This is an optimization exercise on Yosys and OpenROAD, whose aim is a short achievable clock period and few clock cycles, not a production implementation. Only simulation tests tie the RTL to the original design; equivalence was not proved. Power and IR drop assume default switching activity.

<file path="flow/constraint.sdc">
create_clock -name core_clock -period 7.5 [get_ports {clk}]
set_input_delay 1.5000 -clock core_clock [delete_from_list [all_inputs] [get_ports {clk}]]
set_output_delay 1.5000 -clock core_clock [all_outputs]
set_load 0.01 [all_outputs]
</file>
<file path="flow/run.sh">
#!/bin/bash
# synth_recipe.tcl (not shown) runs the flow's synth.tcl, then flattens the netlist and writes it again
# the make line also repeats each setting of config.mk as NAME=value (left out here)
make -C /OpenROAD-flow-scripts/flow DESIGN_CONFIG=/design/flow/config.mk WORK_HOME=/design/flow/orfs CLKGATE_MAP_FILE= SYNTH_SCRIPT=/design/flow/synth_recipe.tcl finish
</file>
<file path="flow/config.mk">
export PLATFORM = sky130hd
export DESIGN_NAME = mipsCore
export DESIGN_NICKNAME = mipsCore
export VERILOG_FILES = /design/flow/design.v
export SDC_FILE = /design/flow/constraint.sdc
export NUM_CORES = 4
export LEC_CHECK = 0
export CAP_MARGIN = 20
export CORE_MARGIN = 2
export CORE_UTILIZATION = 40
export SLEW_MARGIN = 20
</file>
<file path="flow/design.v">
	typedef enum logic [5:0] {
		rType = 6'b000000,
		j     = 6'b000010,
		beq   = 6'b000100,
		addi  = 6'b001000,
		slti  = 6'b001010,
		andi  = 6'b001100,
		ori   = 6'b001101,
		xori  = 6'b001110,
		lw    = 6'b100011,
		sw    = 6'b101011
	} opcodeT;
	typedef enum logic [5:0] {
		functSll = 6'b000000,
		functSrl = 6'b000010,
		functSra = 6'b000011,
		functAdd = 6'b100000,
		functSub = 6'b100010,
		functAnd = 6'b100100,
		functOr  = 6'b100101,
		functXor = 6'b100110,
		functSlt = 6'b101010
	} functT;
	typedef enum logic [3:0] {
		stFetchAddr, stFetchLatch, stDecode,
		stMemAddr, stMemRead, stMemWriteback, stMemStore,
		stRExec, stRWriteback, stIExec, stIWriteback,
		stBranchExec, stJumpExec
	} ctrlStateT;
	typedef enum logic [1:0] {addOp, subOp, functOp, immOp} aluOpT;
	typedef enum logic [3:0] {
		aluAdd, aluSub, aluAnd, aluOr, aluXor,
		aluSlt, aluSll, aluSrl, aluSra
	} aluCtrlT;
	typedef enum logic [1:0] {pc, regA, shamt} srcAT;
	typedef enum logic [2:0] {regB, four, signImm, zeroImm} srcBT;
	typedef enum logic [1:0] {aluResult, aluOut, jumpTarget} pcSrcT;
`timescale 1ns/1ps
module alu
#(
	parameter int dataWidth = 32
) (
	input  logic [dataWidth-1:0] a,
	input  logic [dataWidth-1:0] b,
	input  aluCtrlT              aluCtrl,
	output logic [dataWidth-1:0] result,
	output logic                 zero
);
	logic [4:0] shiftBy;
	logic       lessThan;
	assign shiftBy  = a[4:0];
	assign lessThan = $signed(a) < $signed(b);
	always_comb begin
		case (aluCtrl)
			aluAdd:  result = a + b;
			aluSub:  result = a - b;
			aluAnd:  result = a & b;
			aluOr:   result = a | b;
			aluXor:  result = a ^ b;
			aluSlt:  result = {{(dataWidth-1){1'b0}}, lessThan};
			aluSll:  result = b << shiftBy;
			aluSrl:  result = b >> shiftBy;
			aluSra:  result = $signed(b) >>> shiftBy;
			default: result = a + b;
		endcase
	end
	assign zero = (result == '0);
endmodule
`timescale 1ns/1ps
module regFile #(
	parameter int dataWidth = 32
) (
	input  logic                 clk,
	input  logic                 rst,
	input  logic [4:0]           readAddrA,
	input  logic [4:0]           readAddrB,
	input  logic [4:0]           writeAddr,
	input  logic [dataWidth-1:0] writeData,
	input  logic                 writeEn,
	output logic [dataWidth-1:0] readDataA,
	output logic [dataWidth-1:0] readDataB
);
	logic [dataWidth-1:0] regs [32];
	always_ff @(posedge clk) begin
		if (rst) begin
			for (int i = 0; i < 32; i++) begin
				regs[i] <= '0;
			end
		end else if (writeEn && writeAddr != 5'd0) begin
			regs[writeAddr] <= writeData;
		end
	end
	assign readDataA = (readAddrA == 5'd0) ? '0 : regs[readAddrA];
	assign readDataB = (readAddrB == 5'd0) ? '0 : regs[readAddrB];
endmodule
`timescale 1ns/1ps
module mipsDatapath
#(
	parameter int dataWidth = 32,
	parameter int addrWidth = 10
) (
	input  logic                 clk,
	input  logic                 rst,
	input  logic                 iorD,
	input  srcAT                 srcA,
	input  srcBT                 srcB,
	input  pcSrcT                pcSrc,
	input  logic                 irWrite,
	input  logic                 pcWrite,
	input  logic                 branch,
	input  logic                 regWrite,
	input  logic                 regDst,
	input  logic                 memToReg,
	input  aluCtrlT              aluCtrl,
	input  logic [dataWidth-1:0] memRdata,
	output opcodeT               opcode,
	output functT                funct,
	output logic [addrWidth-1:0] memAddr,
	output logic [dataWidth-1:0] memWdata
);
	logic [dataWidth-1:0] pcReg;
	logic [dataWidth-1:0] ir;
	logic [dataWidth-1:0] dataReg;
	logic [dataWidth-1:0] aReg;
	logic [dataWidth-1:0] bReg;
	logic [dataWidth-1:0] aluOutReg;
	logic [dataWidth-1:0] readDataA;
	logic [dataWidth-1:0] readDataB;
	logic [dataWidth-1:0] writeData;
	logic [dataWidth-1:0] immSigned;
	logic [dataWidth-1:0] immZero;
	logic [dataWidth-1:0] shiftAmt;
	logic [dataWidth-1:0] jumpAddr;
	logic [dataWidth-1:0] opA;
	logic [dataWidth-1:0] opB;
	logic [dataWidth-1:0] aluValue;
	logic [dataWidth-1:0] pcNext;
	logic [4:0]           writeAddr;
	logic                 zero;
	logic                 pcEn;
	/*verilator lint_off ENUMVALUE*/
	assign opcode    = ir[31:26];
	assign funct     = ir[5:0];
	/*verilator lint_on ENUMVALUE*/
	assign immSigned = {{(dataWidth-16){ir[15]}}, ir[15:0]};
	assign immZero   = {{(dataWidth-16){1'b0}}, ir[15:0]};
	assign shiftAmt  = {{(dataWidth-5){1'b0}}, ir[10:6]};
	assign jumpAddr  = {pcReg[dataWidth-1:28], ir[25:0], 2'b00};
	assign writeAddr = regDst ? ir[15:11] : ir[20:16];
	assign writeData = memToReg ? dataReg : aluOutReg;
	regFile #(.dataWidth(dataWidth)) regFile_inst (
		.clk      (clk),
		.rst      (rst),
		.readAddrA(ir[25:21]),
		.readAddrB(ir[20:16]),
		.writeAddr(writeAddr),
		.writeData(writeData),
		.writeEn  (regWrite),
		.readDataA(readDataA),
		.readDataB(readDataB)
	);
	always_comb begin
		case (srcA)
			regA:    opA = aReg;
			shamt:   opA = shiftAmt;
			default: opA = pcReg;
		endcase
		case (srcB)
			regB:    opB = bReg;
			signImm: opB = (srcA == pc) ? immSigned << 2 : immSigned;
			zeroImm: opB = immZero;
			default: opB = dataWidth'(4);
		endcase
	end
	alu #(.dataWidth(dataWidth)) alu_inst (
		.a      (opA),
		.b      (opB),
		.aluCtrl(aluCtrl),
		.result (aluValue),
		.zero   (zero)
	);
	always_comb begin
		case (pcSrc)
			aluOut:     pcNext = aluOutReg;
			jumpTarget: pcNext = jumpAddr;
			default:    pcNext = aluValue;
		endcase
	end
	assign pcEn = pcWrite | (branch & zero);
	always_ff @(posedge clk) begin
		if (rst) begin
			pcReg <= '0;
		end else if (pcEn) begin
			pcReg <= pcNext;
		end
	end
	always_ff @(posedge clk) begin
		if (irWrite) begin
			ir <= memRdata;
		end
		dataReg   <= memRdata;
		aReg      <= readDataA;
		bReg      <= readDataB;
		aluOutReg <= aluValue;
	end
	assign memAddr  = iorD ? aluOutReg[addrWidth+1:2] : pcReg[addrWidth+1:2];
	assign memWdata = bReg;
endmodule
`timescale 1ns/1ps
module aluDecoder
(
	input  aluOpT   aluOp,
	input  functT   funct,
	input  opcodeT  opcode,
	output aluCtrlT aluCtrl
);
	always_comb begin
		case (aluOp)
			addOp: aluCtrl = aluAdd;
			subOp: aluCtrl = aluSub;
			functOp: begin
				case (funct)
					functAdd: aluCtrl = aluAdd;
					functSub: aluCtrl = aluSub;
					functAnd: aluCtrl = aluAnd;
					functOr:  aluCtrl = aluOr;
					functXor: aluCtrl = aluXor;
					functSlt: aluCtrl = aluSlt;
					functSll: aluCtrl = aluSll;
					functSrl: aluCtrl = aluSrl;
					functSra: aluCtrl = aluSra;
					default:  aluCtrl = aluAdd;
				endcase
			end
			immOp: begin
				case (opcode)
					andi:    aluCtrl = aluAnd;
					ori:     aluCtrl = aluOr;
					xori:    aluCtrl = aluXor;
					slti:    aluCtrl = aluSlt;
					default: aluCtrl = aluAdd;
				endcase
			end
			default: aluCtrl = aluAdd;
		endcase
	end
endmodule
`timescale 1ns/1ps
module mipsController
(
	input  logic    clk,
	input  logic    rst,
	input  opcodeT  opcode,
	input  functT   funct,
	output logic    iorD,
	output srcAT    srcA,
	output srcBT    srcB,
	output pcSrcT   pcSrc,
	output logic    irWrite,
	output logic    pcWrite,
	output logic    branch,
	output logic    regWrite,
	output logic    regDst,
	output logic    memToReg,
	output logic    memWe,
	output aluCtrlT aluCtrl
);
	ctrlStateT state;
	ctrlStateT stateNext;
	aluOpT     aluOp;
	aluOpT     aluOpNext;
	logic      iorDNext;
	srcAT      srcANext;
	srcBT      srcBNext;
	pcSrcT     pcSrcNext;
	logic      irWriteNext;
	logic      pcWriteNext;
	logic      branchNext;
	logic      regWriteNext;
	logic      regDstNext;
	logic      memToRegNext;
	logic      memWeNext;
	logic      isShift;
	assign isShift = (funct == functSll) || (funct == functSrl) || (funct == functSra);
	aluDecoder aluDecoder_inst (
		.aluOp  (aluOp),
		.funct  (funct),
		.opcode (opcode),
		.aluCtrl(aluCtrl)
	);
	always_comb begin
		stateNext    = stFetchAddr;
		iorDNext     = 1'b0;
		srcANext     = pc;
		srcBNext     = four;
		pcSrcNext    = aluResult;
		aluOpNext    = addOp;
		irWriteNext  = 1'b0;
		pcWriteNext  = 1'b0;
		branchNext   = 1'b0;
		regWriteNext = 1'b0;
		regDstNext   = 1'b0;
		memToRegNext = 1'b0;
		memWeNext    = 1'b0;
		case (state)
			stFetchAddr: begin
				stateNext   = stFetchLatch;
				irWriteNext = 1'b1;
				pcWriteNext = 1'b1;
			end
			stFetchLatch: begin
				stateNext = stDecode;
				srcBNext  = signImm;
			end
			stDecode: begin
				case (opcode)
					rType: begin
						stateNext = stRExec;
						srcANext  = isShift ? shamt : regA;
						srcBNext  = regB;
						aluOpNext = functOp;
					end
					lw, sw: begin
						stateNext = stMemAddr;
						srcANext  = regA;
						srcBNext  = signImm;
					end
					addi, slti: begin
						stateNext = stIExec;
						srcANext  = regA;
						srcBNext  = signImm;
						aluOpNext = immOp;
					end
					andi, ori, xori: begin
						stateNext = stIExec;
						srcANext  = regA;
						srcBNext  = zeroImm;
						aluOpNext = immOp;
					end
					beq: begin
						stateNext  = stBranchExec;
						srcANext   = regA;
						srcBNext   = regB;
						aluOpNext  = subOp;
						branchNext = 1'b1;
						pcSrcNext  = aluOut;
					end
					j: begin
						stateNext   = stJumpExec;
						pcWriteNext = 1'b1;
						pcSrcNext   = jumpTarget;
					end
					default: stateNext = stFetchAddr;
				endcase
			end
			stMemAddr: begin
				iorDNext = 1'b1;
				if (opcode == lw) begin
					stateNext = stMemRead;
				end else begin
					stateNext = stMemStore;
					memWeNext = 1'b1;
				end
			end
			stMemRead: stateNext = stMemWriteback;
			stMemWriteback: begin
				regWriteNext = 1'b1;
				memToRegNext = 1'b1;
			end
			stRExec: begin
				stateNext    = stRWriteback;
				regWriteNext = 1'b1;
				regDstNext   = 1'b1;
			end
			stIExec: begin
				stateNext    = stIWriteback;
				regWriteNext = 1'b1;
			end
			default: stateNext = stFetchAddr;
		endcase
	end
	always_ff @(posedge clk) begin
		if (rst) begin
			state    <= stFetchAddr;
			iorD     <= 1'b0;
			srcA     <= pc;
			srcB     <= four;
			pcSrc    <= aluResult;
			aluOp    <= addOp;
			irWrite  <= 1'b0;
			pcWrite  <= 1'b0;
			branch   <= 1'b0;
			regWrite <= 1'b0;
			regDst   <= 1'b0;
			memToReg <= 1'b0;
			memWe    <= 1'b0;
		end else begin
			state    <= stateNext;
			iorD     <= iorDNext;
			srcA     <= srcANext;
			srcB     <= srcBNext;
			pcSrc    <= pcSrcNext;
			aluOp    <= aluOpNext;
			irWrite  <= irWriteNext;
			pcWrite  <= pcWriteNext;
			branch   <= branchNext;
			regWrite <= regWriteNext;
			regDst   <= regDstNext;
			memToReg <= memToRegNext;
			memWe    <= memWeNext;
		end
	end
endmodule
`timescale 1ns/1ps
module mipsCore
#(
	parameter int dataWidth = 32,
	parameter int addrWidth = 10
) (
	input  logic                 clk,
	input  logic                 rst,
	output logic [addrWidth-1:0] memAddr,
	output logic [dataWidth-1:0] memWdata,
	output logic                 memWe,
	input  logic [dataWidth-1:0] memRdata
);
	logic    iorD;
	srcAT    srcA;
	srcBT    srcB;
	pcSrcT   pcSrc;
	logic    irWrite;
	logic    pcWrite;
	logic    branch;
	logic    regWrite;
	logic    regDst;
	logic    memToReg;
	aluCtrlT aluCtrl;
	opcodeT  opcode;
	functT   funct;
	mipsController mipsController_inst (
		.clk(clk), .rst(rst), .opcode(opcode), .funct(funct),
		.iorD(iorD), .srcA(srcA), .srcB(srcB), .pcSrc(pcSrc),
		.irWrite(irWrite), .pcWrite(pcWrite), .branch(branch),
		.regWrite(regWrite), .regDst(regDst), .memToReg(memToReg),
		.memWe(memWe), .aluCtrl(aluCtrl)
	);
	mipsDatapath #(.dataWidth(dataWidth), .addrWidth(addrWidth)) mipsDatapath_inst (
		.clk(clk), .rst(rst), .iorD(iorD), .srcA(srcA), .srcB(srcB),
		.pcSrc(pcSrc), .irWrite(irWrite), .pcWrite(pcWrite), .branch(branch),
		.regWrite(regWrite), .regDst(regDst), .memToReg(memToReg),
		.aluCtrl(aluCtrl), .memRdata(memRdata), .opcode(opcode), .funct(funct),
		.memAddr(memAddr), .memWdata(memWdata)
	);
endmodule
</file>
==> results.sh <==
export IMPL_outcome="finished clean"
export IMPL_die_w_um=422
export IMPL_crit_buf_inv=4
export IMPL_cap_violations=0
export IMPL_p_sw_share_pct=32.5
export IMPL_dp_hpwl_um=194000
export IMPL_vdd_drop_max_uv=258
export IMPL_grt_usage_pct=33.1
export IMPL_syn_to_final_growth_pct=12.6
export IMPL_dpl_cell_count=8132
export IMPL_drc=0
export IMPL_synth_edf_count=1056
export IMPL_gp_congestion=1.01
export IMPL_dieArea_um2=178000
export IMPL_finalCritPeriodShare_pct=96.6
export IMPL_synthDistinctLibCells=105
export IMPL_crit_path_end_kind="register"
export IMPL_syn_area_per_cell_um2=11.6
export IMPL_clk_pin_slew_ps=70
export IMPL_fin_nets=6095
export IMPL_wirelength_um=301000
export IMPL_drtPass1Iterations=10
export IMPL_setup_violations_final=0
export IMPL_path_delay_family="compound AO/OA/AOI/OAI gates"
export IMPL_synth_top_area_share_pct=45.4
export IMPL_crit_required_ps=8190
export IMPL_p_clk_share_pct=34.6
export IMPL_cts_tree="yes"
export IMPL_fin_skew_ps=76.7
export IMPL_slew_headroom_pct=10.3
export IMPL_synthArstFlopShare_pct=0
export IMPL_globalRouteOverflowTotal=0
export IMPL_power_density_nw_per_um2=241
export IMPL_dr_first_iter_drc_count=8904
export IMPL_syn_area_um2=69800
export IMPL_cellInternalPower_uw=12800
export IMPL_fin_cells=8396
export IMPL_ys_ff_latch=1235
export IMPL_post_cts_buffers=0
export IMPL_post_drt_wl_per_cell_um=35.8
export IMPL_cts_hold_buf=0
export IMPL_grt_max_degree=115
export IMPL_synth_common_cells="nor2_1, edfxtp_1, mux4_2"
export IMPL_combPwrFrac_pct=22.3
export IMPL_slew_viol_final=0
export IMPL_ys_seq_area_share_pct=50.6
export IMPL_pin_count=77
export IMPL_rsz0062_at_grt="false"
export IMPL_p_seq_share_pct=43.0
export IMPL_cp_max_fo=42
export IMPL_yosysTopAreaCell="edfxtp_1"
export IMPL_crit_type="reg -> reg"
export IMPL_min_period_ps=7240
export IMPL_postCtsResizedCells=0
export IMPL_antenna_found_initial=21
export IMPL_grt_pass1_vias=53706
export IMPL_port_buffers=76
export IMPL_ys_flop_type="edfxtp_1"
export IMPL_clock_latency_ps=830
export IMPL_setup_tns_ps=0
export IMPL_hold_viol=0
export IMPL_hp_class="reg -> reg"
export IMPL_htreeDepth=4
export IMPL_tightest_slew_ps=1340
export IMPL_drive_above_1_share_pct=18.7
export IMPL_cp_arrival_ps=7930
export IMPL_avgViaCountPerCell=6.66
export IMPL_clk_path_buf_depth=3
export IMPL_route_vias_total=55906
export IMPL_critPathSlowestCell="o211ai_1"
export IMPL_clockRootBuffer="clkbuf_16"
export IMPL_yosysMostFrequentCell="nor2_1"
export IMPL_start_util_pct=40.2
export IMPL_ys_warn_count=5
export IMPL_p_switching_uw=6160
export IMPL_clock_fmax_mhz=138
export IMPL_cts_made_buffers=138
export IMPL_grt_pass1_wl_um=416000
export IMPL_critical_path_cell_chain="inv_1, ha_2, nor2_2, a21oi_2, inv_2, ha_1, fa_1, o21ba_2, nor4_1, o21ai_0, o211ai_1, a21oi_1, xnor2_1, o22ai_1, a211o_1, or4bb_1, or4_1, nor4b_4, buf_12, buf_4, o21ai_1, o41ai_1"
export IMPL_num_rows=153
export IMPL_die_h_um=422
export IMPL_core_area_um2=174000
export IMPL_cellLeakagePower_uw=0.0270
export IMPL_synth_cells=6043
export IMPL_cts_sinks=1235
export IMPL_detail_route_antenna_nets=0
export IMPL_crit_path_start_kind="register"
export IMPL_max_stage_delay_ps=760
export IMPL_synth_area_leaders="edfxtp_1, mux4_2, nor2_1"
metal layers:
layer,part of all wire (%),global-route usage [%]
met5,0.041,0
met4,6.2,17.3
met3,12,9.39
met2,44,49.0
met1,38,44.1
state kept, by name (all words and copies together), names as in the netlist:
register / cells
mipsController_inst.iorD: 1
mipsController_inst.pcSrc: 2
mipsController_inst.memWe: 1
mipsDatapath_inst.pcReg: 32
mipsDatapath_inst.aReg: 32
mipsController_inst.regDst: 1
mipsDatapath_inst.bReg: 32
mipsController_inst.srcA: 2
mipsDatapath_inst.aluOutReg: 32
mipsController_inst.memToReg: 1
mipsController_inst.srcB: 2
mipsController_inst.irWrite: 1
mipsDatapath_inst.dataReg: 32
mipsDatapath_inst.ir: 32
mipsController_inst.state: 4
mipsController_inst.pcWrite: 1
mipsDatapath_inst.regFile_inst.regs: 1024
mipsController_inst.aluOp: 2
mipsController_inst.regWrite: 1
stage by stage:
| stage | setup slack (ps) | power [uW] | hold slack [ps] | instance area (um^2) | util (%) |
|---|---|---|---|---|---|
| global route | 147 | 19400 | 497 | 78600 | 45.3 |
| global placement | 553 | 12300 | 456 | 73900 | 42.6 |
| finish | 255 | 19000 | 469 | 78600 | 45.3 |
| detailed placement | 457 | 12300 | 464 | 74000 | 42.6 |
| floorplan | 1010 | 10500 | 439 | 69900 | - |
| CTS | 437 | 18800 | 472 | 78400 | 45.1 |
final timing paths:
check                                   start                           to  slack, ps  depth (start not counted)
setup reg to reg  mipsController_inst.srcA[1]   mipsDatapath_inst.pcReg[2]        260                         22
setup / recovery  mipsController_inst.srcA[1]   mipsDatapath_inst.pcReg[2]        260                         22
hold reg to reg   mipsDatapath_inst.pcReg[13]  mipsDatapath_inst.pcReg[13]        470                          2
hold / removal    mipsDatapath_inst.pcReg[13]  mipsDatapath_inst.pcReg[13]        470                          2
cell families after synthesis:
kind of cell,after synthesis,share of synthesized area (%)
buf+inv,728,4.08
xor+xnor,33,0.414
flops,1235,50.6
compound gates,1196,11.4
fa+ha+maj,104,1.89
simple gates,1929,11.8
mux,817,19.9
other cells,1,0.00537
area by class of cell:
class | count | area [um^2]
Fill cell | 15810 | 95000
Sequential cell | 1235 | 35300
Multi-Input combinational cell | 4111 | 32500
Clock buffer | 186 | 3720
Timing Repair Buffer | 323 | 2980
Tap cell | 2325 | 2910
Clock inverter | 64 | 583
Inverter | 148 | 556
Antenna cell | 4 | 10.0
worst reg2reg max path, delay by kind of cell (launching register included):
family                   cells  cell delay (ps)
AO/OA/AOI/OAI                9             2380
flip-flops                   1              370
XOR/XNOR                     1              200
buffers and inverters        4              670
AND/OR/NAND/NOR              5             2150
adder cells (fa/ha/maj)      3             1360
layout by cell type, fill, tap and decap left out, types with 77 or more instances in the layout:
master / instances
nand2_1: 136
edfxtp_1: 1056
inv_1: 142
o21ai_0: 203
a21oi_1: 330
mux2i_1: 255
ha_1: 100
mux2_2: 79
clkbuf_16: 139
o221ai_1: 77
mux4_2: 450
buf_4: 220
nand3_1: 140
dfxtp_1: 175
o22ai_1: 85
nor2_1: 1284
nor3_1: 107
power by group through the flow:
stage | Combinational (uW) | Clock [uW] | Sequential (uW)
2_1_floorplan | 2410 | 0 | 8060
3_3_place_gp | 4030 | 0 | 8270
3_5_place_dp | 4050 | 0 | 8280
4_1_cts | 4060 | 6620 | 8140
5_1_grt | 4360 | 6890 | 8170
6_report | 4230 | 6570 | 8170
Testbench counts, summed over its fixed seeds: cycles 238,418.

==> re-timing with driven ports <==
No port has a modelled driver above. Below, the same layout with a new extraction and two added sets of constraints. Step 1 (the two cells are an assumption about what drives the block):
set clk [get_ports {clk}]
set_driving_cell -lib_cell sky130_fd_sc_hd__clkbuf_16 $clk
set_driving_cell -lib_cell sky130_fd_sc_hd__buf_2 [delete_from_list [all_inputs] $clk]
Step 2 adds t to the input delays and takes it off the output delays; t is the mean of the earliest and latest rising clock arrival at the registers after step 1. Input paths then give back, and output paths get back, about the clock's delay inside the block. Three values: ideal, step 1, step 2; two values: the first two.
t, ns: 0.870
setup slack, ns: 0.255 / 0.255 / 0.255
slew at the worst register clock pin (ns): 0.07 / 0.07
worst data-port slew with drivers (ns): 0.08
cell pins on the clock port's net: 1
After both steps setup and hold are still met in this run. The setup slack of this run moves by 0.000 ns with the drivers and by 0.000 ns with both steps.
